What follows belongs to an exercise in optimizing a design on an open flow for small area, a short achievable clock period and few clock cycles per item; a production flow would make more cautious choices. Function was checked by simulation only, so behaviour that the tests miss may differ from the original.

[design.v]
package spmm_pkg;
    localparam int N = 4;
    localparam int W = 8;
    localparam int SPARSE_PCT = 30;
    localparam int DENSE_PCT = 70;
    typedef logic signed [W-1:0] elem_t;
    typedef logic signed [2*W-1:0] prod_t;
    typedef logic [$clog2(N*N)-1:0] idx_t;
    typedef logic [7:0] cnt_t;
    typedef enum logic [1:0] {
        PREC_LOW,
        PREC_MID,
        PREC_HIGH
    } prec_t;
    typedef enum logic [1:0] {
        ENG_DSP,
        ENG_BOOTH,
        ENG_SERIAL
    } engine_t;
    typedef enum logic [1:0] {
        DENS_SPARSE,
        DENS_MEDIUM,
        DENS_DENSE
    } density_t;
endpackage
`timescale 1ns/10ps
module operand_store (
    input  logic            clk,
    input  logic            load_en,
    input  logic            load_sel,
    input  spmm_pkg::idx_t  load_addr,
    input  spmm_pkg::elem_t load_data,
    output logic [16*8-1:0] a_flat,
    output logic [16*8-1:0] b_flat,
    output logic [15:0]     a_nz,
    output logic [15:0]     b_nz,
    output logic [15:0]     a_nz_next,    
    output logic [15:0]     b_nz_next
);
    spmm_pkg::elem_t mem_a [16];
    spmm_pkg::elem_t mem_b [16];
    logic            data_nz;
    assign data_nz = (load_data != '0);
    always_ff @(posedge clk) begin
        for (int e = 0; e < 16; e++) begin
            if (load_en && !load_sel && load_addr == e) begin
                mem_a[e] <= load_data;
                a_nz[e] <= data_nz;
            end
            if (load_en && load_sel && load_addr == e) begin
                mem_b[e] <= load_data;
                b_nz[e] <= data_nz;
            end
        end
    end
    always_comb begin
        for (int e = 0; e < 16; e++) begin
            a_nz_next[e] = (load_en && !load_sel && load_addr == e) ? data_nz : a_nz[e];
            b_nz_next[e] = (load_en && load_sel && load_addr == e) ? data_nz : b_nz[e];
            a_flat[8*e +: 8] = mem_a[e];
            b_flat[8*e +: 8] = mem_b[e];
        end
    end
endmodule
`timescale 1ns/10ps
module result_store (
    input  logic            clk,
    input  logic            clear,        
    input  logic            mac_valid,    
    input  logic [1:0]      mac_row,
    input  logic            row_wen,
    input  logic [1:0]      row_sel,
    input  logic [4*16-1:0] row_data,     
    input  spmm_pkg::idx_t  result_addr,
    output spmm_pkg::prod_t result_data
);
    spmm_pkg::prod_t mem_c [12];
    logic [3:0]      built;
    logic [1:0]      last_row;
    logic [1:0]      rd_row;
    logic [1:0]      rd_col;
    always_ff @(posedge clk) begin
        if (clear) begin
            built <= '0;
        end else if (mac_valid) begin
            built[mac_row] <= 1'b1;
        end
        if (mac_valid) last_row <= mac_row;
        for (int r = 0; r < 3; r++) begin
            if (row_wen && row_sel == r) begin
                for (int j = 0; j < 4; j++) mem_c[4*r+j] <= row_data[16*j +: 16];
            end
        end
    end
    assign rd_row = result_addr[3:2];
    assign rd_col = result_addr[1:0];
    always_ff @(posedge clk) begin
        if (!built[rd_row]) result_data <= '0;
        else if (rd_row == last_row) result_data <= row_data[16*rd_col +: 16];
        else result_data <= mem_c[result_addr];
    end
endmodule
`timescale 1ns/10ps
module row_sparsity (
    input  logic [3:0]        nz,
    input  spmm_pkg::prec_t   precision,
    output spmm_pkg::engine_t engine
);
    logic ge3;
    logic le1;
    assign ge3 = (nz[0] & nz[1] & (nz[2] | nz[3])) | (nz[2] & nz[3] & (nz[0] | nz[1]));
    assign le1 = !((nz[0] & (nz[1] | nz[2] | nz[3])) | (nz[1] & (nz[2] | nz[3])) | (nz[2] & nz[3]));
    always_comb begin
        if (ge3 && precision == 2'd2) engine = spmm_pkg::ENG_DSP;
        else if (le1 && precision == 2'd0) engine = spmm_pkg::ENG_SERIAL;
        else engine = spmm_pkg::ENG_BOOTH;
    end
endmodule
`timescale 1ns/10ps
module booth_mult (
    input  logic [3:0]  neg,
    input  logic [3:0]  one,
    input  logic [3:0]  two,
    input  logic [7:0]  b,
    input  logic [15:0] acc0,
    input  logic [15:0] acc1,
    output logic [15:0] sum0,
    output logic [15:0] sum1
);
    logic p1;
    logic p2;
    logic p3;
    logic p4;
    logic p5;
    logic p6;
    logic p7;
    logic p8;
    logic p9;
    logic q10;
    logic p11;
    logic p12;
    logic p13;
    logic p14;
    logic p15;
    logic p16;
    logic p17;
    logic p18;
    logic p19;
    logic q20;
    logic p21;
    logic p22;
    logic p23;
    logic p24;
    logic p25;
    logic p26;
    logic p27;
    logic p28;
    logic p29;
    logic q30;
    logic p31;
    logic p32;
    logic p33;
    logic p34;
    logic p35;
    logic p36;
    logic p37;
    logic p38;
    logic p39;
    logic q40;
    logic s41;
    logic c42;
    logic s43;
    logic c44;
    logic s45;
    logic c46;
    logic s47;
    logic c48;
    logic s49;
    logic c50;
    logic s51;
    logic c52;
    logic s53;
    logic c54;
    logic s55;
    logic c56;
    logic s57;
    logic c58;
    logic s59;
    logic c60;
    logic s61;
    logic c62;
    logic s63;
    logic c64;
    logic s65;
    logic c66;
    logic s67;
    logic c68;
    logic s69;
    logic c70;
    logic s71;
    logic c72;
    logic s73;
    logic c74;
    logic s75;
    logic c76;
    logic s77;
    logic c78;
    logic s79;
    logic c80;
    logic s81;
    logic c82;
    logic s83;
    logic c84;
    logic s85;
    logic c86;
    logic s87;
    logic c88;
    logic s89;
    logic c90;
    logic s91;
    logic c92;
    logic s93;
    logic c94;
    logic s95;
    logic c96;
    logic s97;
    logic c98;
    logic s99;
    logic c100;
    logic s101;
    logic c102;
    logic s103;
    logic c104;
    logic s105;
    logic c106;
    logic s107;
    logic c108;
    logic s109;
    logic c110;
    logic s111;
    logic c112;
    logic s113;
    logic c114;
    logic s115;
    logic c116;
    logic s117;
    logic c118;
    logic s119;
    logic c120;
    logic s121;
    logic c122;
    logic s123;
    logic c124;
    logic s125;
    logic c126;
    logic s127;
    logic c128;
    logic s129;
    logic c130;
    logic s131;
    logic c132;
    logic s133;
    logic c134;
    logic s135;
    logic c136;
    logic s137;
    logic c138;
    logic s139;
    logic c140;
    logic s141;
    logic c142;
    logic s143;
    logic c144;
    logic s145;
    logic c146;
    logic s147;
    logic c148;
    logic s149;
    logic c150;
    logic s151;
    logic c152;
    assign p1 = (one[0] & b[0]) ^ neg[0];
    assign p2 = ((one[0] & b[1]) | (two[0] & b[0])) ^ neg[0];
    assign p3 = ((one[0] & b[2]) | (two[0] & b[1])) ^ neg[0];
    assign p4 = ((one[0] & b[3]) | (two[0] & b[2])) ^ neg[0];
    assign p5 = ((one[0] & b[4]) | (two[0] & b[3])) ^ neg[0];
    assign p6 = ((one[0] & b[5]) | (two[0] & b[4])) ^ neg[0];
    assign p7 = ((one[0] & b[6]) | (two[0] & b[5])) ^ neg[0];
    assign p8 = ((one[0] & b[7]) | (two[0] & b[6])) ^ neg[0];
    assign p9 = ((one[0] & b[7]) | (two[0] & b[7])) ^ neg[0];
    assign q10 = ~p9;
    assign p11 = (one[1] & b[0]) ^ neg[1];
    assign p12 = ((one[1] & b[1]) | (two[1] & b[0])) ^ neg[1];
    assign p13 = ((one[1] & b[2]) | (two[1] & b[1])) ^ neg[1];
    assign p14 = ((one[1] & b[3]) | (two[1] & b[2])) ^ neg[1];
    assign p15 = ((one[1] & b[4]) | (two[1] & b[3])) ^ neg[1];
    assign p16 = ((one[1] & b[5]) | (two[1] & b[4])) ^ neg[1];
    assign p17 = ((one[1] & b[6]) | (two[1] & b[5])) ^ neg[1];
    assign p18 = ((one[1] & b[7]) | (two[1] & b[6])) ^ neg[1];
    assign p19 = ((one[1] & b[7]) | (two[1] & b[7])) ^ neg[1];
    assign q20 = ~p19;
    assign p21 = (one[2] & b[0]) ^ neg[2];
    assign p22 = ((one[2] & b[1]) | (two[2] & b[0])) ^ neg[2];
    assign p23 = ((one[2] & b[2]) | (two[2] & b[1])) ^ neg[2];
    assign p24 = ((one[2] & b[3]) | (two[2] & b[2])) ^ neg[2];
    assign p25 = ((one[2] & b[4]) | (two[2] & b[3])) ^ neg[2];
    assign p26 = ((one[2] & b[5]) | (two[2] & b[4])) ^ neg[2];
    assign p27 = ((one[2] & b[6]) | (two[2] & b[5])) ^ neg[2];
    assign p28 = ((one[2] & b[7]) | (two[2] & b[6])) ^ neg[2];
    assign p29 = ((one[2] & b[7]) | (two[2] & b[7])) ^ neg[2];
    assign q30 = ~p29;
    assign p31 = (one[3] & b[0]) ^ neg[3];
    assign p32 = ((one[3] & b[1]) | (two[3] & b[0])) ^ neg[3];
    assign p33 = ((one[3] & b[2]) | (two[3] & b[1])) ^ neg[3];
    assign p34 = ((one[3] & b[3]) | (two[3] & b[2])) ^ neg[3];
    assign p35 = ((one[3] & b[4]) | (two[3] & b[3])) ^ neg[3];
    assign p36 = ((one[3] & b[5]) | (two[3] & b[4])) ^ neg[3];
    assign p37 = ((one[3] & b[6]) | (two[3] & b[5])) ^ neg[3];
    assign p38 = ((one[3] & b[7]) | (two[3] & b[6])) ^ neg[3];
    assign p39 = ((one[3] & b[7]) | (two[3] & b[7])) ^ neg[3];
    assign q40 = ~p39;
    assign s41 = acc0[6] ^ acc1[6];
    assign c42 = acc0[6] & acc1[6];
    assign s43 = acc0[7] ^ acc1[7];
    assign c44 = acc0[7] & acc1[7];
    assign s45 = ~(acc0[8] ^ acc1[8]);
    assign c46 = acc0[8] | acc1[8];
    assign s47 = ~acc0[9];
    assign c48 = acc0[9];
    assign s49 = acc0[2] ^ acc1[2];
    assign c50 = acc0[2] & acc1[2];
    assign s51 = acc0[3] ^ acc1[3];
    assign c52 = acc0[3] & acc1[3];
    assign s53 = acc0[4] ^ acc1[4] ^ neg[2];
    assign c54 = (acc0[4] & acc1[4]) | (acc0[4] & neg[2]) | (acc1[4] & neg[2]);
    assign s55 = p5 ^ p13;
    assign c56 = p5 & p13;
    assign s57 = acc0[5] ^ acc1[5] ^ p6;
    assign c58 = (acc0[5] & acc1[5]) | (acc0[5] & p6) | (acc1[5] & p6);
    assign s59 = p14 ^ p22;
    assign c60 = p14 & p22;
    assign s61 = neg[3] ^ s41 ^ p7;
    assign c62 = (neg[3] & s41) | (neg[3] & p7) | (s41 & p7);
    assign s63 = p15 ^ p23 ^ p31;
    assign c64 = (p15 & p23) | (p15 & p31) | (p23 & p31);
    assign s65 = c42 ^ s43 ^ p8;
    assign c66 = (c42 & s43) | (c42 & p8) | (s43 & p8);
    assign s67 = p16 ^ p24 ^ p32;
    assign c68 = (p16 & p24) | (p16 & p32) | (p24 & p32);
    assign s69 = c44 ^ s45 ^ p17;
    assign c70 = (c44 & s45) | (c44 & p17) | (s45 & p17);
    assign s71 = p25 ^ p33 ^ q10;
    assign c72 = (p25 & p33) | (p25 & q10) | (p33 & q10);
    assign s73 = acc1[9] ^ s47 ^ c46;
    assign c74 = (acc1[9] & s47) | (acc1[9] & c46) | (s47 & c46);
    assign s75 = p18 ^ p26 ^ p34;
    assign c76 = (p18 & p26) | (p18 & p34) | (p26 & p34);
    assign s77 = acc0[10] ^ acc1[10] ^ c48;
    assign c78 = (acc0[10] & acc1[10]) | (acc0[10] & c48) | (acc1[10] & c48);
    assign s79 = p27 ^ p35 ^ q20;
    assign c80 = (p27 & p35) | (p27 & q20) | (p35 & q20);
    assign s81 = ~(acc0[11] ^ acc1[11]);
    assign c82 = acc0[11] | acc1[11];
    assign s83 = p28 ^ p36;
    assign c84 = p28 & p36;
    assign s85 = acc0[12] ^ acc1[12] ^ p37;
    assign c86 = (acc0[12] & acc1[12]) | (acc0[12] & p37) | (acc1[12] & p37);
    assign s87 = ~acc0[13];
    assign c88 = acc0[13];
    assign s89 = acc0[0] ^ acc1[0];
    assign c90 = acc0[0] & acc1[0];
    assign s91 = acc0[1] ^ acc1[1];
    assign c92 = acc0[1] & acc1[1];
    assign s93 = neg[1] ^ s49 ^ p3;
    assign c94 = (neg[1] & s49) | (neg[1] & p3) | (s49 & p3);
    assign s95 = c50 ^ s51 ^ p4;
    assign c96 = (c50 & s51) | (c50 & p4) | (s51 & p4);
    assign s97 = c52 ^ p21 ^ s53;
    assign c98 = (c52 & p21) | (c52 & s53) | (p21 & s53);
    assign s99 = c54 ^ c56 ^ s59;
    assign c100 = (c54 & c56) | (c54 & s59) | (c56 & s59);
    assign s101 = c60 ^ c58 ^ s61;
    assign c102 = (c60 & c58) | (c60 & s61) | (c58 & s61);
    assign s103 = c62 ^ c64 ^ s65;
    assign c104 = (c62 & c64) | (c62 & s65) | (c64 & s65);
    assign s105 = c66 ^ c68 ^ s69;
    assign c106 = (c66 & c68) | (c66 & s69) | (c68 & s69);
    assign s107 = s73 ^ c70 ^ c72;
    assign c108 = (s73 & c70) | (s73 & c72) | (c70 & c72);
    assign s109 = s77 ^ c74 ^ c76;
    assign c110 = (s77 & c74) | (s77 & c76) | (c74 & c76);
    assign s111 = s81 ^ c78 ^ s83;
    assign c112 = (s81 & c78) | (s81 & s83) | (c78 & s83);
    assign s113 = c82 ^ q30 ^ c84;
    assign c114 = (c82 & q30) | (c82 & c84) | (q30 & c84);
    assign s115 = acc1[13] ^ s87 ^ p38;
    assign c116 = (acc1[13] & s87) | (acc1[13] & p38) | (s87 & p38);
    assign s117 = acc0[14] ^ acc1[14] ^ c88;
    assign c118 = (acc0[14] & acc1[14]) | (acc0[14] & c88) | (acc1[14] & c88);
    assign s119 = ~acc0[15];
    assign c120 = acc0[15];
    assign s121 = neg[0] ^ s89;
    assign c122 = neg[0] & s89;
    assign s123 = c90 ^ s91 ^ p2;
    assign c124 = (c90 & s91) | (c90 & p2) | (s91 & p2);
    assign s125 = c92 ^ p11 ^ s93;
    assign c126 = (c92 & p11) | (c92 & s93) | (p11 & s93);
    assign s127 = p12 ^ c94 ^ s95;
    assign c128 = (p12 & c94) | (p12 & s95) | (c94 & s95);
    assign s129 = s55 ^ c96 ^ s97;
    assign c130 = (s55 & c96) | (s55 & s97) | (c96 & s97);
    assign s131 = s57 ^ c98 ^ s99;
    assign c132 = (s57 & c98) | (s57 & s99) | (c98 & s99);
    assign s133 = s63 ^ c100 ^ s101;
    assign c134 = (s63 & c100) | (s63 & s101) | (c100 & s101);
    assign s135 = s67 ^ c102 ^ s103;
    assign c136 = (s67 & c102) | (s67 & s103) | (c102 & s103);
    assign s137 = s71 ^ c104 ^ s105;
    assign c138 = (s71 & c104) | (s71 & s105) | (c104 & s105);
    assign s139 = s75 ^ c106 ^ s107;
    assign c140 = (s75 & c106) | (s75 & s107) | (c106 & s107);
    assign s141 = s79 ^ c108 ^ s109;
    assign c142 = (s79 & c108) | (s79 & s109) | (c108 & s109);
    assign s143 = c80 ^ c110 ^ s111;
    assign c144 = (c80 & c110) | (c80 & s111) | (c110 & s111);
    assign s145 = s85 ^ s113 ^ c112;
    assign c146 = (s85 & s113) | (s85 & c112) | (s113 & c112);
    assign s147 = c86 ^ s115 ^ c114;
    assign c148 = (c86 & s115) | (c86 & c114) | (s115 & c114);
    assign s149 = s117 ^ q40 ^ c116;
    assign c150 = (s117 & q40) | (s117 & c116) | (q40 & c116);
    assign s151 = acc1[15] ^ s119 ^ c118;
    assign c152 = (acc1[15] & s119) | (acc1[15] & c118) | (s119 & c118);
    assign sum0 = {s151, s149, c146, c144, c142, c140, c138, c136, c134, c132, c130, c128, c126, c124, c122, s121};
    assign sum1 = {c150, c148, s147, s145, s143, s141, s139, s137, s135, s133, s131, s129, s127, s125, s123, p1};
endmodule
`timescale 1ns/10ps
module mac_unit (
    input  logic            clk,
    input  logic [3:0]      a_neg,
    input  logic [3:0]      a_one,
    input  logic [3:0]      a_two,
    input  logic [4*8-1:0]  b_row,
    input  logic            cont,
    output logic [4*16-1:0] c_row
);
    logic [4*16-1:0] acc0;
    logic [4*16-1:0] acc1;
    logic [4*16-1:0] sum0;
    logic [4*16-1:0] sum1;
    for (genvar j = 0; j < 4; j++) begin : g_col
        booth_mult u_mult (
            .neg  (a_neg),
            .one  (a_one),
            .two  (a_two),
            .b    (b_row[8*j +: 8]),
            .acc0 (cont ? acc0[16*j +: 16] : 16'd0),
            .acc1 (cont ? acc1[16*j +: 16] : 16'd0),
            .sum0 (sum0[16*j +: 16]),
            .sum1 (sum1[16*j +: 16])
        );
        assign c_row[16*j +: 16] = acc0[16*j +: 16] + acc1[16*j +: 16];
    end
    always_ff @(posedge clk) begin
        acc0 <= sum0;
        acc1 <= sum1;
    end
endmodule
`timescale 1ns/10ps
module spmm_control (
    input  logic              clk,
    input  logic              reset,
    input  logic              start,
    input  spmm_pkg::prec_t   precision,
    input  logic [16*8-1:0]   a_flat,
    input  logic [16*8-1:0]   b_flat,
    input  logic [15:0]       a_nz,
    input  logic [15:0]       b_nz,
    input  logic [15:0]       a_nz_next,
    input  logic [15:0]       b_nz_next,
    output logic              busy_o,
    output logic              done,
    output logic              sel_valid,
    output spmm_pkg::engine_t sel_engine,
    output spmm_pkg::cnt_t    macs_executed,
    output spmm_pkg::cnt_t    macs_skipped,
    output logic              c_clear,
    output logic [3:0]        mac_neg,
    output logic [3:0]        mac_one,
    output logic [3:0]        mac_two,
    output logic [4*8-1:0]    mac_b,
    output logic              mac_cont,
    output logic              mac_valid,
    output logic [1:0]        mac_row,
    output logic              wr_valid,
    output logic [1:0]        wr_row
);
    logic [15:0] pending;       
    logic [15:0] mask_next;
    logic        busy;
    logic [15:0] src;
    logic [15:0] pick;
    logic [15:0] pick_below;    
    logic [1:0]  pick_row;
    logic [3:0]  pick_k_hot;
    logic [7:0]  pick_a;
    logic [31:0] pick_b;
    logic [2:0]  pick_cnt;
    logic [2:0]  b_row_cnt [4];
    logic        issue;
    logic [2:0]  mac_cnt;
    logic [1:0]  sel_row;
    logic [6:0]  exec_cnt;
    logic [6:0]  skip_cnt;
    spmm_pkg::engine_t row_eng [4];
    logic        launch;
    logic        finish;
    for (genvar k = 0; k < 4; k++) begin : g_brow
        assign b_row_cnt[k] = 3'(b_nz[4*k]) + 3'(b_nz[4*k+1]) + 3'(b_nz[4*k+2]) + 3'(b_nz[4*k+3]);
    end
    for (genvar r = 0; r < 4; r++) begin : g_class
        row_sparsity u_class (
            .nz        (a_nz[4*r +: 4]),
            .precision (precision),
            .engine    (row_eng[r])
        );
    end
    always_comb begin
        pick_below[0] = src[0];
        for (int e = 1; e < 16; e++) pick_below[e] = pick_below[e-1] | src[e];
    end
    always_comb begin
        for (int e = 0; e < 16; e++)
            mask_next[e] = a_nz_next[e] & (|b_nz_next[4*(e%4) +: 4]);
    end
    always_comb begin
        src = pending;
        pick = src & ~{pick_below[14:0], 1'b0};
        pick_row = '0;
        pick_a = '0;
        for (int e = 0; e < 16; e++) begin
            pick_row |= pick[e] ? 2'(e / 4) : 2'd0;
            pick_a |= pick[e] ? a_flat[8*e +: 8] : 8'd0;
        end
        pick_b = '0;
        pick_cnt = '0;
        for (int k = 0; k < 4; k++) begin
            pick_k_hot[k] = pick[k] | pick[k+4] | pick[k+8] | pick[k+12];
            pick_b |= pick_k_hot[k] ? b_flat[32*k +: 32] : 32'd0;
            pick_cnt |= pick_k_hot[k] ? b_row_cnt[k] : 3'd0;
        end
    end
    assign launch = start && !busy;
    assign c_clear = launch;
    assign finish = busy && pending == '0 && (!sel_valid || sel_row[1]);
    assign issue = (launch || busy) && src != '0;
    always_ff @(posedge clk or posedge reset) begin
        if (reset) begin
            busy <= 1'b0;
            busy_o <= 1'b0;
            done <= 1'b0;
            sel_valid <= 1'b0;
            sel_row <= '0;
            exec_cnt <= '0;
            skip_cnt <= '0;
            mac_valid <= 1'b0;
            wr_valid <= 1'b0;
        end else begin
            done <= 1'b0;
            mac_valid <= issue;
            wr_valid <= mac_valid;
            if (launch) begin
                busy <= 1'b1;
                busy_o <= 1'b1;
                sel_valid <= 1'b1;
                sel_row <= '0;
                exec_cnt <= '0;
                skip_cnt <= 7'd64;
            end else begin
                if (sel_valid) begin
                    sel_row <= sel_row + 1'b1;
                    if (sel_row == 2'd3) sel_valid <= 1'b0;
                end
                if (finish) begin
                    busy <= 1'b0;
                    busy_o <= 1'b0;
                    done <= 1'b1;
                end
                if (mac_valid) begin
                    exec_cnt <= exec_cnt + 7'(mac_cnt);
                    skip_cnt <= skip_cnt - 7'(mac_cnt);
                end
            end
        end
    end
    always_ff @(posedge clk) begin
        if (launch || (busy && !finish)) pending <= src & ~pick;
        else pending <= mask_next;
        mac_row <= pick_row;
        mac_cnt <= pick_cnt;
        mac_cont <= !issue || (busy && mac_valid && mac_row == pick_row);
        mac_b <= pick_b;
        for (int d = 0; d < 4; d++) begin
            logic b2, b1, b0;
            b2 = pick_a[2*d+1];
            b1 = pick_a[2*d];
            b0 = (d == 0) ? 1'b0 : pick_a[2*d-1];
            mac_neg[d] <= issue && (b2 & ~(b1 & b0));
            mac_one[d] <= issue && (b1 ^ b0);
            mac_two[d] <= issue && ((b2 & ~b1 & ~b0) | (~b2 & b1 & b0));
        end
        wr_row <= mac_row;
        if (launch) sel_engine <= row_eng[0];
        else if (sel_valid) sel_engine <= row_eng[sel_row + 2'd1];
    end
    assign macs_executed = {1'b0, exec_cnt};
    assign macs_skipped = {1'b0, skip_cnt};
endmodule
`timescale 1ns/10ps
module spmm_top (
    input  logic              clk,
    input  logic              reset,
    input  logic              load_en,
    input  logic              load_sel,
    input  spmm_pkg::idx_t    load_addr,
    input  spmm_pkg::elem_t   load_data,
    input  spmm_pkg::prec_t   precision,
    input  logic              start,
    output logic              busy,
    output logic              done,
    output logic              sel_valid,
    output spmm_pkg::engine_t sel_engine,
    output spmm_pkg::cnt_t    macs_executed,
    output spmm_pkg::cnt_t    macs_skipped,
    input  spmm_pkg::idx_t    result_addr,
    output spmm_pkg::prod_t   result_data
);
    logic [16*8-1:0] a_flat;
    logic [16*8-1:0] b_flat;
    logic [15:0]     a_nz;
    logic [15:0]     b_nz;
    logic [15:0]     a_nz_next;
    logic [15:0]     b_nz_next;
    logic            c_clear;
    logic [3:0]      mac_neg;
    logic [3:0]      mac_one;
    logic [3:0]      mac_two;
    logic [4*8-1:0]  mac_b;
    logic            mac_cont;
    logic            mac_valid;
    logic [1:0]      mac_row;
    logic            wr_valid;
    logic [1:0]      wr_row;
    logic [4*16-1:0] c_row;
    operand_store u_operands (
        .clk       (clk),
        .load_en   (load_en),
        .load_sel  (load_sel),
        .load_addr (load_addr),
        .load_data (load_data),
        .a_flat    (a_flat),
        .b_flat    (b_flat),
        .a_nz      (a_nz),
        .b_nz      (b_nz),
        .a_nz_next (a_nz_next),
        .b_nz_next (b_nz_next)
    );
    spmm_control u_control (
        .clk           (clk),
        .reset         (reset),
        .start         (start),
        .precision     (precision),
        .a_flat        (a_flat),
        .b_flat        (b_flat),
        .a_nz          (a_nz),
        .b_nz          (b_nz),
        .a_nz_next     (a_nz_next),
        .b_nz_next     (b_nz_next),
        .busy_o        (busy),
        .done          (done),
        .sel_valid     (sel_valid),
        .sel_engine    (sel_engine),
        .macs_executed (macs_executed),
        .macs_skipped  (macs_skipped),
        .c_clear       (c_clear),
        .mac_neg       (mac_neg),
        .mac_one       (mac_one),
        .mac_two       (mac_two),
        .mac_b         (mac_b),
        .mac_cont      (mac_cont),
        .mac_valid     (mac_valid),
        .mac_row       (mac_row),
        .wr_valid      (wr_valid),
        .wr_row        (wr_row)
    );
    mac_unit u_mac (
        .clk   (clk),
        .a_neg (mac_neg),
        .a_one (mac_one),
        .a_two (mac_two),
        .b_row (mac_b),
        .cont  (mac_cont),
        .c_row (c_row)
    );
    result_store u_results (
        .clk         (clk),
        .clear       (c_clear),
        .mac_valid   (mac_valid),
        .mac_row     (mac_row),
        .row_wen     (wr_valid),
        .row_sel     (wr_row),
        .row_data    (c_row),
        .result_addr (result_addr),
        .result_data (result_data)
    );
endmodule
[run.sh]
#!/bin/bash
# synth_recipe.tcl (not shown) runs the flow's synth.tcl, then flattens the netlist and writes it again
# the make line also repeats each setting of config.mk as NAME=value (left out here)
make -C /OpenROAD-flow-scripts/flow DESIGN_CONFIG=/design/flow/config.mk WORK_HOME=/design/flow/orfs CLKGATE_MAP_FILE= SYNTH_SCRIPT=/design/flow/synth_recipe.tcl finish
[config.mk]
export PLATFORM = sky130hd
export DESIGN_NAME = spmm_top
export DESIGN_NICKNAME = spmm_top
export VERILOG_FILES = /design/flow/design.v
export SDC_FILE = /design/flow/constraint.sdc
export NUM_CORES = 4
export LEC_CHECK = 0
export ABC_AREA = 1
export CAP_MARGIN = 20
export CORE_MARGIN = 2
export CORE_UTILIZATION = 40
export CTS_CLUSTER_DIAMETER = 60
export CTS_CLUSTER_SIZE = 30
export SETUP_SLACK_MARGIN = 4.5
export SLEW_MARGIN = 20
export TNS_END_PERCENT = 10
[constraint.sdc]
create_clock -name core_clock -period 7.0 [get_ports {clk}]
set_input_delay 1.4000 -clock core_clock [delete_from_list [all_inputs] [get_ports {clk}]]
set_output_delay 1.4000 -clock core_clock [all_outputs]
set_load 0.01 [all_outputs]
==> results of run 1 <==
-- Yosys cell counts (46+ instances only) --
| cell | n | share of area [%] |
|---|---|---|
| fa_1 | 170 | 9.4 |
| nand2_1 | 795 | 8.2 |
| inv_1 | 476 | 4.9 |
| xor2_1 | 168 | 4.1 |
| a21oi_1 | 105 | 1.4 |
| dfxtp_1 | 248 | 14 |
| o22ai_1 | 117 | 2.0 |
| nand4_1 | 124 | 2.1 |
| o21ai_0 | 65 | 0.90 |
| nand3_1 | 158 | 2.2 |
| edfxtp_1 | 452 | 37 |
| ha_1 | 129 | 4.4 |
| clkbuf_1 | 46 | 0.48 |
| nor2_1 | 235 | 2.4 |
-- layer usage --
metal	vias up	wire [um]	track usage (%)
li1	12299	-	-
met5	-	0	0
met3	235	6010	2.64
met2	980	48300	36.8
met1	12435	42700	28.5
met4	0	4640	9.44
-- path summary, 6_finish.rpt --
kind,start,to,slack [ps]
max,u_control.mac_cont,u_mac.acc1[39],4330
min,u_control.mac_row[1],u_control.wr_row[1],420
min reg2reg,u_control.mac_row[1],u_control.wr_row[1],420
max reg2reg,u_control.mac_cont,u_mac.acc1[39],4330
min in group asynchronous,reset,u_control.mac_valid,1180
max in group asynchronous,reset,u_control.wr_valid,5280
-- logic make-up after synthesis --
family / Yosys count / share of synthesized area, %
flops: 721 / 52.5
xor+xnor: 185 / 4.46
other cells: 1 / 0.0103
simple gates: 1389 / 16.4
fa+ha+maj: 299 / 13.8
compound gates: 381 / 6.42
buf+inv: 596 / 6.33
-- stage by stage --
stage | hold WS [ps] | cells
2_1_floorplan | 373 | 3573
3_3_place_gp | 411 | 4750
3_5_place_dp | 408 | 4750
4_1_cts | 414 | 4955
5_1_grt | 431 | 4984
6_report | 416 | 4984
-- sequential cells by signal (all words and copies together) (netlist names), 7 cells and up --
signal                 flops
u_control.pending         16
u_operands.mem_b         128
u_operands.a_nz           16
u_control.mac_b           32
u_control.skip_cnt         7
u_control.exec_cnt         7
u_mac.acc1                64
u_results.result_data     16
u_mac.acc0                64
u_operands.mem_a         128
u_results.mem_c          192
u_operands.b_nz           16
-- layout by cell type, fill, tap and decap left out, types with 18 or more instances in the layout --
| cell type | count |
|---|---|
| nand2_1 | 769 |
| inv_1 | 452 |
| edfxtp_1 | 452 |
| dfxtp_1 | 221 |
| nor2_1 | 203 |
| fa_1 | 166 |
| xor2_1 | 163 |
| nand3_1 | 156 |
| ha_1 | 127 |
| nand4_1 | 124 |
| o22ai_1 | 115 |
| a21oi_1 | 104 |
| buf_4 | 104 |
| o21ai_0 | 63 |
| clkbuf_16 | 61 |
| nor2_4 | 34 |
| buf_2 | 25 |
| nor3_1 | 22 |
| buf_12 | 22 |
| dfrtp_1 | 21 |
| o21a_1 | 19 |
| buf_6 | 19 |
| and2_1 | 18 |
| nand2_2 | 18 |
-- critical path, stage by stage, from the launching register on --
cell	delay (ps)
dfxtp_4	470
buf_12	170
nand2_1	50
inv_1	50
ha_1	240
fa_1	540
inv_1	60
fa_1	470
inv_1	50
fa_1	420
-- layout make-up --
type / count / area, um^2
Timing Repair Buffer: 217 / 2260
Tap cell: 1176 / 1470
Clock inverter: 54 / 758
Multi-Input combinational cell: 2258 / 15500
Timing Repair inverter: 2 / 10.0
Clock buffer: 62 / 1530
Fill cell: 8278 / 47400
Inverter: 494 / 1950
Sequential cell: 721 / 19100
-- what timing repair did --
action / 4_1_cts / 5_1_grt
gates cloned: 14 / 1
setup endpoints to repair: 368 / 259
hold endpoints to repair: 0 / 0
setup buffers: 75 / 28
resized for setup: 350 / 91
pin swaps: 15 / 16
==> results_dict.tcl, run 1 <==
set metrics [dict create \
    drc 0 \
    dp_hpwl_um 68400 \
    finalCritPeriodShare_pct 38.1 \
    grt_pass1_wl_um 156000 \
    num_rows 110 \
    max_cap_viol_count 0 \
    antenna_found_initial 0 \
    h-tree-depth 2 \
    fmax_mhz 375 \
    worst_slew_pin_slew_ps 1010 \
    drt_first_pass_iters 6 \
    design.die.area_um2 93200 \
    synthFlopType "edfxtp_1" \
    first_iter_violations 2518 \
    start_kind "register" \
    final_hold_viol_count 0 \
    io-pin-count 60 \
    crit_type "register to register" \
    max_slew_margin_pct 32.4 \
    place.gp.congestion 0.942 \
    drv_slew 0 \
    synth_area_um2 36300 \
    synth_seq_cells 721 \
    cts_buffers 61 \
    end_kind "register" \
    ys_seq_area_share_pct 52.5 \
    holdPathStages 0 \
    pre_cts_slack_ps 2800 \
    hp-class "register to register" \
    wl_um 102000 \
    post-route-util_pct 47.3 \
    via_count 25949 \
    ys_types 59 \
    area_delta_synth_final_pct 17.4 \
    die_y_um 305 \
    synthArstFlopShare_pct 2.91 \
    start_util_pct 40.3 \
    status "finished clean" \
    cts_tree "yes" \
    layout.nets 4077 \
    antennaDiodeCount 0 \
    grt_setup_unrepaired "true" \
    ff2ff_path_depth 9 \
    vias_per_cell 5.21 \
    worstPathArrival_ps 3210 \
    grt_max_degree 65 \
    clock_latency_ps 690 \
    worst_slack_ps 4330 \
    coreArea_um2 90000 \
    clkSinkCount 721 \
    port_buffers 57 \
    fp.dieW_um 305 \
    antenna_left 0 \
    clockBufferDepth 3 \
    grt_pass1_vias 25533 \
    required_ps 7550 \
    fin_crit_ps 2670 \
    drive_gt1_share_pct 13.0 \
    wl_per_cell_um 20.4 \
    cts-root-buf "clkbuf_16" \
    path_max_fanout 12 \
    synth_edf_count 452 \
    fin_skew_ps 44.9 \
    fin_tns_setup_ps 0 \
    syn_area_per_cell_um2 10.2 \
    ys_warn_count 11 \
    overflow 0 \
    grt_usage_pct 21.9 \
    final-setup-viol-count 0 \
    hold_buffers 0 \
    synth_cells 3572 \
    clk_pin_slew_worst_paths_ps 80 \
    fin_area_um2 42600 \
    dpl-instance-area_um2 38300 \
]
Testbench counts, summed over its fixed seeds: cycles 7,957, jobs 192.
==> run 2, diff against run 1 <==
--- a/config.mk
+++ b/config.mk
@@ -6,5 +6,4 @@
 export NUM_CORES = 4
 export LEC_CHECK = 0
-export ABC_AREA = 1
 export CAP_MARGIN = 20
 export CORE_MARGIN = 2
==> results_dict.tcl, run 2 <==
set metrics [dict create \
    cts-root-buf "clkbuf_16" \
    worstPathArrival_ps 3380 \
    design.die.area_um2 90300 \
    antennaDiodeCount 0 \
    reg_top3 "u_results.mem_c: 192 flops, u_operands.mem_a: 128 flops, u_operands.mem_b: 128 flops" \
    stdcell_count 4181 \
    first_iter_violations 2281 \
    place_inst 3922 \
    cts_buffers 55 \
    worst_slew_pin_slew_ps 951 \
    synth_top_area_share_pct 38.6 \
    antenna_left 0 \
    start_kind "register" \
    area_delta_synth_final_pct 21.1 \
    max_cap_viol_count 0 \
    synthArstFlopShare_pct 2.91 \
    start_util_pct 40.5 \
    regMostFlops "u_results.mem_c" \
    holdWs_ps 434 \
    yosys-top-cells-count "edfxtp_1 (452), dfxtp_1 (248), nand2_1 (236)" \
    synth_edf_count 452 \
    fin_crit_ps 2810 \
    largest_register_ffs 192 \
    fp.dieW_um 300 \
    layout.nets 3301 \
    wl_um 99800 \
    layout_commonest_cell "edfxtp_1" \
    ys_seq_area_share_pct 54.2 \
    clock_latency_ps 660 \
    port_buffers 57 \
    final-setup-viol-count 0 \
    yosys.area.top_type "edfxtp_1" \
    end_kind "register" \
    ys_warn_count 11 \
    required_ps 7570 \
    drc 0 \
    grt_pass1_vias 24346 \
    finalCritPeriodShare_pct 40.2 \
    critPathMaxStageDelay_ps 470 \
    h-tree-depth 2 \
    drv_slew 0 \
    yosysMostFrequentCell "edfxtp_1" \
    layout_common_cells "edfxtp_1 (452), nand2_1 (219), dfxtp_1 (206), inv_1 (185), a22oi_1 (185)" \
    overflow 0 \
    hp-class "register to register" \
    clkSinkCount 721 \
    cpLargestDelayFamily "compound AO/OA/AOI/OAI gates" \
    crit_buf_inv 1 \
    path_max_fanout 3 \
    crit_chain "ha_4 > inv_2 > fa_2 > nor2b_2 > o31a_1 > or4_4 > a311o_1 > a41oi_2 > xnor2_2 > o211ai_1 > o31ai_1" \
    num_rows 108 \
    crit_type "register to register" \
    fin_tns_setup_ps 0 \
    ys_types 80 \
    fin_skew_ps 36.5 \
    max_slew_margin_pct 36.6 \
    coreArea_um2 86900 \
    synthFlopType "edfxtp_1" \
    crit_slowest_cell "or4_4" \
    fmax_mhz 355 \
    dp_hpwl_um 63500 \
    antenna_found_initial 1 \
    cts_tree "yes" \
    syn_area_per_cell_um2 12.5 \
    grt_pass1_wl_um 150000 \
    synth_area_um2 35100 \
    status "finished clean" \
    clockBufferDepth 3 \
    grt_usage_pct 21.8 \
    synth_top_cells_by_area "edfxtp_1 (39%), dfxtp_1 (14%), fa_1 (9.7%)" \
    drive_gt1_share_pct 20.5 \
    wl_per_cell_um 23.9 \
    grt_max_degree 65 \
    synth_seq_cells 721 \
    drt_first_pass_iters 9 \
    io-pin-count 60 \
    grt_setup_unrepaired "true" \
    clk_pin_slew_worst_paths_ps 90 \
    final_hold_viol_count 0 \
    vias_per_cell 5.63 \
    synth_cells 2822 \
    place.gp.congestion 0.888 \
    die_y_um 300 \
    via_count 23526 \
]
run 2: area by class of cell:
type                            count  area [um^2]
Clock buffer                       58         1400
Sequential cell                   721        19200
Timing Repair Buffer              247         2720
Clock inverter                     46          664
Multi-Input combinational cell   1756        16500
Inverter                          198          746
Tap cell                         1155         1450
Fill cell                        7388        44300
run 2: tightest hold or removal path: cells and delay by family (launching register included):
kind,cells,cell delay [ps]
flops,1,330
simple gates,2,90
run 2: cell families (layout without fill, tap and decap cells):
logic type,after synthesis,in the layout,synth area share (%)
DFF,721,721,54.2
and+or+nand+nor,626,628,8.80
AOI/OAI and AO/OA,585,585,12.2
buffers and inverters,348,549,3.89
adders and majority gates,303,303,14.4
xor gates and xnor gates,211,211,5.26
muxes,27,27,1.22
other,1,2,0.0107
run 2: what timing repair did:
| action | CTS | global route |
|---|---|---|
| pin swaps | 115 | 34 |
| cloned | 12 | 2 |
| hold endpoints to repair | 0 | 0 |
| hold buffers | 0 | 0 |
| buffers inserted | 119 | 22 |
| gates resized for setup | 411 | 137 |
| setup endpoints to repair | 553 | 263 |
run 2: metrics by stage:
step | instance area, um^2 | util, % | worst slack, ps
finish | 42600 | 49.0 | 4190
global route | 42600 | 49.0 | 4120
CTS | 41900 | 48.2 | 4040
detailed placement | 36900 | 42.5 | 2340
global placement | 36900 | 42.5 | 2470
floorplan | 35200 | - | 3700
run 2: routing by layer:
layer	global-route usage [%]	part of all wire [%]	up-vias
li1	-	-	10541
met1	28.2	41	11880
met2	37.1	49	888
met3	2.97	6.3	217
met4	8.57	4.2	0
met5	0	0	-
run 2: path summary, 6_finish.rpt:
kind / startpoint / end / slack (ps) / depth (start not counted)
setup / recovery: u_mac.acc1[32] / u_results.result_data[14] / 4190 / 11
hold / removal: u_operands.mem_b[9][0] / u_control.mac_b[8] / 430 / 2
min in group asynchronous: reset / u_control.sel_valid / 1130 / 2
max in group asynchronous: reset / u_control.busy_o / 5400 / 2
hold reg to reg: u_operands.mem_b[9][0] / u_control.mac_b[8] / 430 / 2
setup reg to reg: u_mac.acc1[32] / u_results.result_data[14] / 4190 / 11
==> run 3, diff against run 2 <==
--- a/config.mk
+++ b/config.mk
@@ -6,7 +6,8 @@
 export NUM_CORES = 4
 export LEC_CHECK = 0
+export ABC_AREA = 1
 export CAP_MARGIN = 20
 export CORE_MARGIN = 2
-export CORE_UTILIZATION = 40
+export CORE_UTILIZATION = 50
 export CTS_CLUSTER_DIAMETER = 60
 export CTS_CLUSTER_SIZE = 30
==> results_dict.tcl, run 3 <==
set metrics [dict create \
    status "finished clean" \
    antennaDiodeCount 0 \
    pre_cts_slack_ps 2460 \
    synth_compound_area_share_pct 6.42 \
    end_kind "register" \
    finalCritPeriodShare_pct 38.1 \
    clockBufferDepth 3 \
    grt_max_degree 65 \
    yosys.area.top_type "edfxtp_1" \
    place.gp.congestion 0.953 \
    synthFlopType "edfxtp_1" \
    fin_area_um2 42500 \
    yosysMostFrequentCell "nand2_1" \
    worstPathArrival_ps 3200 \
    crit_type "register to register" \
    cts_buffers 57 \
    synth_cells 3572 \
    regMostFlops "u_results.mem_c" \
    hold_buffers 0 \
    first_iter_violations 2781 \
    coreArea_um2 71700 \
    worst_slack_ps 4330 \
    reg2reg_from "u_control.mac_one[0]" \
    synth_mux_area_share_pct 0 \
    crit_slowest_cell "fa_1" \
    max_cap_viol_count 0 \
    grt_usage_pct 29.2 \
    io-pin-count 60 \
    clk_pin_slew_worst_paths_ps 90 \
    fp.dieW_um 273 \
    cp_common_cell "fa_1" \
    wl_per_cell_um 23.0 \
    layout_commonest_cell "nand2_1" \
    critPathMaxStageDelay_ps 540 \
    synth_area_um2 36300 \
    yosys.area_share.xor_xnor_pct 4.46 \
    dpl-instance-area_um2 37900 \
    overflow 0 \
    layout_common_cells "nand2_1 (776), inv_1 (457), edfxtp_1 (452), dfxtp_1 (217), nor2_1 (190)" \
    grt_pass1_vias 26695 \
    synth_top_cells_by_area "edfxtp_1 (37%), dfxtp_1 (14%), fa_1 (9.4%)" \
    holdWs_ps 427 \
    ys_warn_count 11 \
    h-tree-depth 2 \
    design.die.area_um2 74800 \
    antenna_found_initial 0 \
    fin_tns_setup_ps 0 \
    ys_types 59 \
    die_y_um 273 \
    clock_latency_ps 680 \
    wl_um 110000 \
    vias_per_cell 5.60 \
    hp-start "u_control.mac_row[1]" \
    fin_skew_ps 52.7 \
    dp_hpwl_um 73700 \
    crit_chain "inv_6 > o22ai_1 > xor2_1 > fa_1 > fa_1 > fa_1" \
    final-setup-viol-count 0 \
    drc 0 \
    grt_pass1_wl_um 163000 \
    synth_edf_count 452 \
    antenna_left 0 \
    cts_tree "yes" \
    synthArstFlopShare_pct 2.91 \
    clkSinkCount 721 \
    drv_slew 0 \
    reg_top3 "u_results.mem_c: 192 flops, u_operands.mem_a: 128 flops, u_operands.mem_b: 128 flops" \
    syn_area_per_cell_um2 10.2 \
    via_count 26681 \
    port_buffers 57 \
    yosys-top-cells-count "nand2_1 (795), inv_1 (476), edfxtp_1 (452)" \
    synth_top_family_by_area "simple AND/OR/NAND/NOR gates" \
    path_max_fanout 28 \
    fmax_mhz 375 \
    synthSimpleGateAreaFrac_pct 16.4 \
    max_slew_margin_pct 28.8 \
    start_util_pct 50.6 \
    cts-root-buf "clkbuf_16" \
    num_rows 98 \
    synth_top_area_share_pct 37.4 \
    drive_gt1_share_pct 13.2 \
    largest_register_ffs 192 \
    synth_seq_cells 721 \
    area_delta_synth_final_pct 17.0 \
    cpLargestDelayFamily "adder cells" \
    synth_fa_ha_area_share_pct 13.8 \
    crit_buf_inv 1 \
    ys_seq_area_share_pct 52.5 \
    hp-class "register to register" \
    required_ps 7530 \
    drt_first_pass_iters 7 \
    fin_crit_ps 2670 \
    start_kind "register" \
    layout.nets 4084 \
    critPathLaunch "u_control.mac_one[0]" \
    worst_slew_pin_slew_ps 1060 \
    grt_setup_unrepaired "true" \
    final_hold_viol_count 0 \
]
## run 3: metal layers
metal / track usage (%) / vias to the layer above / routed length (um)
met3: 3.94 / 316 / 7150
met5: 0 / - / 0
met4: 13.9 / 0 / 5970
li1: - / 12286 / -
met1: 36.8 / 12896 / 43200
met2: 49.8 / 1183 / 53300
## run 3: timing repair
item                                   in CTS  in global routing
endpoints found under the hold margin       0                  0
gates resized for setup                   386                 60
gates cloned                               13                  1
setup endpoints to repair                 480                234
pin swaps                                  30                 15
setup buffers                             109                 19
## run 3: cell type report
| type | instances | area, um^2 |
|---|---|---|
| Multi-Input combinational cell | 2257 | 15600 |
| Tap cell | 950 | 1190 |
| Clock inverter | 46 | 581 |
| Sequential cell | 721 | 19100 |
| Fill cell | 5972 | 29300 |
| Timing Repair inverter | 2 | 12.5 |
| Clock buffer | 62 | 1510 |
| Inverter | 494 | 1960 |
| Timing Repair Buffer | 229 | 2480 |
## run 3: per-stage QoR
step                      util [%]  instances
after global placement        52.9       4510
after global routing          59.2       4761
after CTS                     58.7       4741
after floorplan                  -       3573
after detailed placement      52.9       4511
final                         59.2       4761
## run 3: kinds of logic (layout without fill, tap and decap cells)
kind of cell	count (synthesis)	count (layout)
fa+ha+maj	299	299
xor+xnor	185	185
simple gates	1389	1390
flops	721	721
other cells	1	2
buf+inv	596	833
compound gates	381	381
## run 3: final timing paths
path	endpoint	slack, ps	cells after the start
setup / recovery	u_mac.acc1[6]	4330	6
hold reg to reg	u_control.wr_row[1]	430	0
setup reg to reg	u_mac.acc1[6]	4330	6
max in group asynchronous	u_control.skip_cnt[1]	5220	2
hold / removal	u_control.wr_row[1]	430	0
min in group asynchronous	u_control.skip_cnt[2]	1200	2
==> run 4, diff against run 3 <==
--- a/config.mk
+++ b/config.mk
@@ -9,7 +9,7 @@
 export CAP_MARGIN = 20
 export CORE_MARGIN = 2
-export CORE_UTILIZATION = 50
+export CORE_UTILIZATION = 40
 export CTS_CLUSTER_DIAMETER = 60
-export CTS_CLUSTER_SIZE = 30
+export CTS_CLUSTER_SIZE = 40
 export SETUP_SLACK_MARGIN = 4.5
 export SLEW_MARGIN = 20
==> results_dict.tcl, run 4 <==
set metrics [dict create \
    yosys.area_share.xor_xnor_pct 4.46 \
    fp.dieW_um 305 \
    ys_seq_area_share_pct 52.5 \
    synth_fa_ha_area_share_pct 13.8 \
    worst_slew_pin_slew_ps 1010 \
    layout_commonest_cell "nand2_1" \
    clock_latency_ps 690 \
    largest_register_ffs 192 \
    hp-class "register to register" \
    synth_top_area_share_pct 37.4 \
    hold_path_end "u_control.wr_row[1]" \
    antennaDiodeCount 0 \
    coreArea_um2 90000 \
    hp-start "u_control.mac_row[1]" \
    wl_um 102000 \
    vias_per_cell 5.21 \
    drt_first_pass_iters 6 \
    grt_setup_unrepaired "true" \
    synthFlopType "edfxtp_1" \
    yosys-top-cells-count "nand2_1 (795), inv_1 (476), edfxtp_1 (452)" \
    drive_gt1_share_pct 13.0 \
    die_y_um 305 \
    end_kind "register" \
    synth_compound_area_share_pct 6.42 \
    h-tree-depth 2 \
    num_rows 110 \
    layout.nets 4077 \
    dr_wl_met2_um 48300 \
    stdcell_count 4984 \
    final-setup-viol-count 0 \
    finalCritPeriodShare_pct 38.1 \
    drv_slew 0 \
    grt_max_degree 65 \
    synth_area_um2 36300 \
    multi_input_area_um2 15500 \
    place_inst 4750 \
    critPathMaxStageDelay_ps 540 \
    reg2reg_from "u_control.mac_cont" \
    synth_cells 3572 \
    fillers 8278 \
    synth_mux_area_share_pct 0 \
    clk_pin_slew_worst_paths_ps 80 \
    r2r_setup_slack_ps 4330 \
    crit_slowest_cell "fa_1" \
    fin_tns_setup_ps 0 \
    required_ps 7550 \
    clockBufferDepth 3 \
    overflow 0 \
    max_slew_margin_pct 32.4 \
    yosys.area.top_type "edfxtp_1" \
    antenna_left 0 \
    start_util_pct 40.3 \
    ff_latch_area_um2 19100 \
    syn_area_per_cell_um2 10.2 \
    ys_types 59 \
    layout_common_cells "nand2_1 (769), inv_1 (452), edfxtp_1 (452), dfxtp_1 (221), nor2_1 (203)" \
    path_max_fanout 12 \
    cts_tree "yes" \
    first_iter_violations 2518 \
    crit_type "register to register" \
    ys_warn_count 11 \
    wl_met3_um 6010 \
    synth_edf_count 452 \
    r2r_end "u_mac.acc1[39]" \
    area_delta_synth_final_pct 17.4 \
    holdPathStages 0 \
    cts_buffers 61 \
    yosysMostFrequentCell "nand2_1" \
    clkSinkCount 721 \
    worstPathArrival_ps 3210 \
    synthArstFlopShare_pct 2.91 \
    cts-root-buf "clkbuf_16" \
    cpLargestDelayFamily "adder cells" \
    final_hold_viol_count 0 \
    synth_top_cells_by_area "edfxtp_1 (37%), dfxtp_1 (14%), fa_1 (9.4%)" \
    pre_cts_slack_ps 2800 \
    io-pin-count 60 \
    via_count 25949 \
    synth_seq_cells 721 \
    fin_crit_ps 2670 \
    crit_buf_inv 4 \
    grt_pass1_wl_um 156000 \
    fmax_mhz 375 \
    place.gp.congestion 0.942 \
    max_cap_viol_count 0 \
    reg_top3 "u_results.mem_c: 192 flops, u_operands.mem_a: 128 flops, u_operands.mem_b: 128 flops" \
    wl_per_cell_um 20.4 \
    dp_hpwl_um 68400 \
    grt_usage_pct 21.9 \
    ff2ff_path_depth 9 \
    design.die.area_um2 93200 \
    met1_length_um 42700 \
    drc 0 \
    start_kind "register" \
    worst_slack_ps 4330 \
    port_buffers 57 \
    synthSimpleGateAreaFrac_pct 16.4 \
    top_layer_used "met4" \
    post-route-util_pct 47.3 \
    grt_pass1_vias 25533 \
    status "finished clean" \
    crit_chain "buf_12 > nand2_1 > inv_1 > ha_1 > fa_1 > inv_1 > fa_1 > inv_1 > fa_1" \
    fin_skew_ps 44.9 \
    synth_top_family_by_area "simple AND/OR/NAND/NOR gates" \
    antenna_found_initial 0 \
    regMostFlops "u_results.mem_c" \
]
## run 4: cell type report
cell class | count | area share [%]
Timing Repair Buffer | 217 | 5.31
Inverter | 494 | 4.59
Sequential cell | 721 | 44.9
Clock inverter | 54 | 1.78
Clock buffer | 62 | 3.59
Tap cell | 1176 | 3.45
Multi-Input combinational cell | 2258 | 36.4
Timing Repair inverter | 2 | 0.0235
## run 4: logic make-up (layout without fill, tap and decap cells)
group,Yosys count,after routing
AND/OR/NAND/NOR,1389,1391
flip-flops,721,721
buffers and inverters,596,829
AO/OA/AOI/OAI,381,381
adder cells (fa/ha/maj),299,299
XOR/XNOR,185,185
other,1,2
## run 4: through the flow
step | hold slack [ps] | instance area (um^2)
global route | 431 | 42600
CTS | 414 | 42200
detailed placement | 408 | 38300
floorplan | 373 | 36300
finish | 416 | 42600
global placement | 411 | 38300
## run 4: worst register-to-register path, cell delays in order, from the launching register on
cell     delay [ps]
dfxtp_4         470
buf_12          180
nand2_1          50
inv_1            50
ha_1            240
fa_1            540
inv_1            60
fa_1            470
inv_1            50
fa_1            420
## run 4: worst max path at each step
| stage | startpoint | endpoint | cells after the start | slack [ps] |
|---|---|---|---|---|
| 2_1_floorplan | u_control.wr_valid | u_results.mem_c[0][0] | 2 | 3670 |
| 3_3_place_gp | result_addr[2] | u_results.result_data[10] | 7 | 2870 |
| 3_5_place_dp | result_addr[0] | u_results.result_data[6] | 11 | 2800 |
| 4_1_cts | u_control.skip_cnt[3] | macs_skipped[3] | 1 | 4310 |
| 5_1_grt | u_control.mac_cont | u_mac.acc1[40] | 7 | 4240 |
| 6_report | u_control.mac_cont | u_mac.acc1[39] | 9 | 4330 |
## run 4: timing repair
| item | in CTS | in global routing |
|---|---|---|
| gates cloned | 14 | 1 |
| pin swaps | 15 | 16 |
| endpoints found under the setup margin | 368 | 259 |
| setup buffers | 75 | 28 |
| gates resized for setup | 350 | 91 |
| hold buffers | 0 | 0 |
## run 4: per-layer routing
| layer | GRT usage [%] | up-vias |
|---|---|---|
| met5 | 0 | - |
| met4 | 9.44 | 0 |
| met3 | 2.64 | 235 |
| met2 | 36.8 | 980 |
| met1 | 28.5 | 12435 |
| li1 | - | 12299 |
==> run 5, diff against run 4 <==
--- a/config.mk
+++ b/config.mk
@@ -10,6 +10,6 @@
 export CORE_MARGIN = 2
 export CORE_UTILIZATION = 40
-export CTS_CLUSTER_DIAMETER = 60
-export CTS_CLUSTER_SIZE = 40
+export CTS_CLUSTER_DIAMETER = 45
+export CTS_CLUSTER_SIZE = 36
 export SETUP_SLACK_MARGIN = 4.5
 export SLEW_MARGIN = 20
==> results_dict.tcl, run 5 <==
set metrics [dict create \
    place.gp.congestion 0.942 \
    final-setup-viol-count 0 \
    synthArstFlopShare_pct 2.91 \
    h-tree-depth 3 \
    wl_per_cell_um 20.6 \
    syn_area_per_cell_um2 10.2 \
    ys_seq_area_share_pct 52.5 \
    status "finished clean" \
    overflow 0 \
    first_iter_violations 2400 \
    end_kind "register" \
    yosysMostFrequentCell "nand2_1" \
    yosys.area.top_type "edfxtp_1" \
    worstPathArrival_ps 3280 \
    ff2ff_path_depth 10 \
    clock_latency_ps 660 \
    synth_edf_count 452 \
    final_hold_viol_count 0 \
    drt_first_pass_iters 6 \
    drive_gt1_share_pct 14.5 \
    drv_slew 0 \
    antenna_found_initial 1 \
    path_max_fanout 8 \
    grt_pass1_vias 26076 \
    grt_usage_pct 22.3 \
    post-route-util_pct 48.3 \
    synth_top_area_share_pct 37.4 \
    cts_tree "yes" \
    r2r_end "u_mac.acc1[39]" \
    worst_slew_pin_slew_ps 1000 \
    grt_pass1_wl_um 159000 \
    holdPathStages 0 \
    drc 0 \
    clkSinkCount 721 \
    wl_um 104000 \
    hp-class "register to register" \
    fmax_mhz 372 \
    ys_types 59 \
    reg_top3 "u_results.mem_c: 192 flops, u_operands.mem_a: 128 flops, u_operands.mem_b: 128 flops" \
    clk_pin_slew_worst_paths_ps 60 \
    io-pin-count 60 \
    crit_type "register to register" \
    cts-root-buf "clkbuf_16" \
    design.die.area_um2 93200 \
    grt_max_degree 65 \
    grt_setup_unrepaired "true" \
    coreArea_um2 90000 \
    r2r_setup_slack_ps 4310 \
    crit_chain "buf_12 > buf_16 > nand2_4 > inv_2 > ha_4 > fa_1 > inv_1 > fa_1 > inv_1 > fa_2" \
    layout_common_cells "nand2_1 (759), edfxtp_1 (452), inv_1 (445), dfxtp_1 (223), nor2_1 (203)" \
    hp-start "u_control.mac_row[1]" \
    max_slew_margin_pct 32.7 \
    hold_buffers 0 \
    critPathMaxStageDelay_ps 550 \
    fin_skew_ps 29.7 \
    layout_commonest_cell "nand2_1" \
    via_count 26217 \
    fin_crit_ps 2690 \
    vias_per_cell 5.21 \
    area_delta_synth_final_pct 19.9 \
    num_rows 110 \
    synth_area_um2 36300 \
    synth_top_cells_by_area "edfxtp_1 (37%), dfxtp_1 (14%), fa_1 (9.4%)" \
    required_ps 7590 \
    ys_warn_count 11 \
    antenna_left 0 \
    start_util_pct 40.3 \
    crit_buf_inv 5 \
    synth_seq_cells 721 \
    yosys-top-cells-count "nand2_1 (795), inv_1 (476), edfxtp_1 (452)" \
    dp_hpwl_um 68400 \
    regMostFlops "u_results.mem_c" \
    cpLargestDelayFamily "adder cells" \
    layout.nets 4096 \
    max_cap_viol_count 0 \
    crit_slowest_cell "fa_1" \
    synth_cells 3572 \
    synthFlopType "edfxtp_1" \
    reg2reg_from "u_control.mac_cont" \
    largest_register_ffs 192 \
    finalCritPeriodShare_pct 38.4 \
    holdWs_ps 420 \
    fp.dieW_um 305 \
    die_y_um 305 \
    start_kind "register" \
    hold_path_end "u_control.wr_row[1]" \
    port_buffers 57 \
    fin_tns_setup_ps 0 \
    clockBufferDepth 3 \
    cts_buffers 90 \
]
-- run 5: layout make-up --
class / instances / area (um^2)
clock buffers: 104 / 2410
multi-input cells: 2258 / 15600
flip-flops and latches: 721 / 19100
diodes: 2 / 5.00
fillers: 8161 / 46500
clock inverters: 65 / 664
well taps: 1176 / 1470
inverters: 494 / 1960
repair buffers: 207 / 2260
repair inverters: 2 / 12.5
-- run 5: kinds of logic after synthesis --
family,Yosys count,share of synthesized area [%]
AOI/OAI and AO/OA,381,6.42
other,1,0.0103
DFF,721,52.5
and+or+nand+nor,1389,16.4
xor gates and xnor gates,185,4.46
buffers and inverters,596,6.33
adders and majority gates,299,13.8
-- run 5: worst reg2reg max path, delay by kind of cell (launching register included) --
kind	cells	cell delay, ps
buf+inv	5	450
flops	1	420
simple gates	1	60
fa+ha+maj	4	1680
-- run 5: layer usage --
layer | vias up | routed length, um | track usage, %
li1 | 12360 | - | -
met1 | 12620 | 43300 | 29.0
met2 | 992 | 49300 | 37.3
met3 | 245 | 6380 | 3.33
met4 | 0 | 4780 | 9.51
met5 | - | 0 | 0
-- run 5: worst max path at each step --
stage / depth (start not counted) / from / slack, ps / to
finish: 10 / u_control.mac_cont / 4310 / u_mac.acc1[39]
detailed placement: 11 / result_addr[0] / 2800 / u_results.result_data[6]
floorplan: 2 / u_control.wr_valid / 3670 / u_results.mem_c[0][0]
global route: 8 / u_control.mac_cont / 4230 / u_mac.acc1[24]
global placement: 7 / result_addr[2] / 2870 / u_results.result_data[10]
CTS: 1 / u_control.skip_cnt[3] / 4320 / macs_skipped[3]
-- run 5: stage by stage --
stage               instance area (um^2)  instances  setup slack, ps
global placement                   38300       4750             2870
global route                       43500       5028             4230
floorplan                          36300       3573             3670
detailed placement                 38300       4750             2800
CTS                                43000       4997             4320
finish                             43500       5029             4310
-- run 5: what timing repair did --
item,CTS,global route
gates cloned,16,1
pin swaps,22,22
endpoints found under the setup margin,367,303
resized for setup,362,105
buffers inserted,62,29
==> run 6, diff against run 5 <==
--- a/config.mk
+++ b/config.mk
@@ -10,6 +10,6 @@
 export CORE_MARGIN = 2
 export CORE_UTILIZATION = 40
-export CTS_CLUSTER_DIAMETER = 45
-export CTS_CLUSTER_SIZE = 36
+export CTS_CLUSTER_DIAMETER = 80
+export CTS_CLUSTER_SIZE = 30
 export SETUP_SLACK_MARGIN = 4.5
 export SLEW_MARGIN = 20
==> results_dict.tcl, run 6 <==
set metrics [dict create \
    fillers 8327 \
    cpLargestDelayFamily "flip-flops" \
    worst_slew_pin_slew_ps 1010 \
    hold_buffers 0 \
    die_y_um 305 \
    synth_seq_cells 721 \
    grt_use_met2_pct 36.9 \
    grt_setup_unrepaired "true" \
    wl_um 102000 \
    antenna_left 0 \
    design.die.area_um2 93200 \
    synth_top_cells_by_area "edfxtp_1 (37%), dfxtp_1 (14%), fa_1 (9.4%)" \
    holdPathStages 0 \
    worstPathArrival_ps 1290 \
    coreArea_um2 90000 \
    cts_buffers 38 \
    crit_chain "clkdlybuf4s15_1" \
    clk_pin_slew_worst_paths_ps 110 \
    post-route-util_pct 46.7 \
    synth_top_area_share_pct 37.4 \
    yosys-top-cells-count "nand2_1 (795), inv_1 (476), edfxtp_1 (452)" \
    ff_latch_area_um2 19100 \
    fmax_mhz 371 \
    ys_types 59 \
    cts_tree "yes" \
    grt_max_degree 65 \
    synthArstFlopShare_pct 2.91 \
    layout_commonest_cell "nand2_1" \
    path_max_fanout 3 \
    yosysMostFrequentCell "nand2_1" \
    finalCritPeriodShare_pct 38.5 \
    clock_latency_ps 640 \
    fin_tns_setup_ps 0 \
    h-tree-depth 2 \
    cts-root-buf "clkbuf_16" \
    place.gp.congestion 0.942 \
    drc 0 \
    reg2reg_from "u_control.mac_cont" \
    syn_area_per_cell_um2 10.2 \
    ys_warn_count 11 \
    grt_pass1_vias 25427 \
    io-pin-count 60 \
    critPathMaxStageDelay_ps 410 \
    largest_register_ffs 192 \
    met3_usage_pct 2.32 \
    max_slew_margin_pct 32.4 \
    path_depth 1 \
    drt_first_pass_iters 5 \
    hp-start "u_control.mac_row[1]" \
    drv_slew 0 \
    multi_input_area_um2 15600 \
    clockBufferDepth 3 \
    ff2ff_path_depth 10 \
    crit_buf_inv 1 \
    first_iter_violations 2479 \
    r2r_setup_slack_ps 4310 \
    num_rows 110 \
    vias_per_cell 5.19 \
    met1_usage_pct 28.8 \
    r2r_end "u_mac.acc1[41]" \
    hp-class "register to register" \
    hold_path_end "u_control.wr_row[1]" \
    grt_usage_pct 21.8 \
    crit_type "register to output pin" \
    layout_common_cells "nand2_1 (758), edfxtp_1 (452), inv_1 (443), dfxtp_1 (222), nor2_1 (202)" \
    layout.nets 4062 \
    regMostFlops "u_results.mem_c" \
    start_kind "register" \
    overflow 0 \
    fin_crit_ps 2690 \
    yosys.area.top_type "edfxtp_1" \
    synthFlopType "edfxtp_1" \
    via_count 25682 \
    synth_area_um2 36300 \
    status "finished clean" \
    grt_pass1_wl_um 156000 \
    antenna_found_initial 3 \
    start_util_pct 40.3 \
    reg_top3 "u_results.mem_c: 192 flops, u_operands.mem_a: 128 flops, u_operands.mem_b: 128 flops" \
    crit_slowest_cell "dfrtp_1" \
    fin_skew_ps 50.5 \
    top_usage_layer "met2" \
    fp.dieW_um 305 \
    synth_edf_count 452 \
    ys_seq_area_share_pct 52.5 \
    wl_per_cell_um 20.6 \
    end_kind "output pin" \
    final-setup-viol-count 0 \
    area_delta_synth_final_pct 15.8 \
    required_ps 5600 \
    clkSinkCount 721 \
    final_hold_viol_count 0 \
    port_buffers 57 \
    dp_hpwl_um 68400 \
    drive_gt1_share_pct 12.2 \
    synth_cells 3572 \
    max_cap_viol_count 0 \
]
[run 6: cell counts after synthesis]
No cell type changed its count.
[run 6: worst max-delay path by stage]
| stage | start | end | slack, ps |
|---|---|---|---|
| 6_report | u_control.skip_cnt[0] | macs_skipped[0] | 4310 |
| 5_1_grt | u_control.mac_cont | u_mac.acc1[24] | 4230 |
| 4_1_cts | u_control.skip_cnt[3] | macs_skipped[3] | 4280 |
| 3_5_place_dp | result_addr[0] | u_results.result_data[6] | 2800 |
| 3_3_place_gp | result_addr[2] | u_results.result_data[10] | 2870 |
| 2_1_floorplan | u_control.wr_valid | u_results.mem_c[0][0] | 3670 |
[run 6: layer usage]
layer	part of all wire, %	routed length (um)
met3	6.1	6180
met1	42	42700
met4	3.9	3990
met5	0	0
met2	48	48900
[run 6: layout make-up]
class | count | share of cell area (%)
repair inverters | 2 | 0.0298
clock buffers | 42 | 2.35
inverters | 494 | 4.64
repair buffers | 225 | 5.80
flip-flops and latches | 721 | 45.5
well taps | 1176 | 3.50
multi-input cells | 2258 | 37.1
diodes | 3 | 0.0179
clock inverters | 28 | 1.02
[run 6: cells by family after synthesis]
kind of cell / Yosys count / share of synthesized area, %
flip-flops: 721 / 52.5
adder cells (fa/ha/maj): 299 / 13.8
AND/OR/NAND/NOR: 1389 / 16.4
other: 1 / 0.0103
XOR/XNOR: 185 / 4.46
AO/OA/AOI/OAI: 381 / 6.42
buffers and inverters: 596 / 6.33
[run 6: metrics by stage]
| step | cells | cell area [um^2] | worst slack (ps) | hold WS, ps |
|---|---|---|---|---|
| 2_1_floorplan | 3573 | 36300 | 3670 | 373 |
| 3_3_place_gp | 4750 | 38300 | 2870 | 411 |
| 3_5_place_dp | 4750 | 38300 | 2800 | 408 |
| 4_1_cts | 4910 | 41600 | 4280 | 415 |
| 5_1_grt | 4947 | 42000 | 4230 | 422 |
| 6_report | 4949 | 42000 | 4310 | 412 |
[run 6: what timing repair did]
item	in CTS	in global routing
endpoints found under the hold margin	0	0
gates resized for setup	320	90
buffers inserted	75	35
setup endpoints to repair	367	284
cloned	15	1
pin swaps	27	17

-- re-timing with driven ports --
The results above use ideal ports. As a check the final layouts listed here were re-extracted and re-timed, cells and wires unchanged.
Step 1, drivers: a clkbuf_16 drives clk and a buf_2 each remaining input, both assumed.
Step 2 moves the port delays by t, midway between the first and last clock arrival at a register: inputs arrive t later, outputs are due t later. That takes back most of the time a late clock gives input paths.
Slacks: ideal ports / drivers / drivers and shift; pairs: ideal ports / drivers.
| run | t, ns | setup WS [ns] | worst slew at a driven data input, ns | pins driven straight from the clock port |
|---|---|---|---|---|
| run 1 | 0.734 | 4.333 / 4.283 / 3.759 | 0.13 | 1 |
| run 2 | 0.710 | 4.187 / 4.160 / 3.654 | 0.06 | 1 |
| run 3 | 0.719 | 4.332 / 4.287 / 3.752 | 0.08 | 1 |
| run 4 | 0.734 | 4.333 / 4.283 / 3.759 | 0.13 | 1 |
| run 5 | 0.719 | 4.309 / 4.283 / 3.729 | 0.13 | 1 |
| run 6 | 0.683 | 4.307 / 4.240 / 3.675 | 0.12 | 1 |
After both steps every run listed still meets setup and hold. For run 6, which loses most, drivers alone change the setup slack by -0.067 ns; drivers and shift together by -0.632 ns.
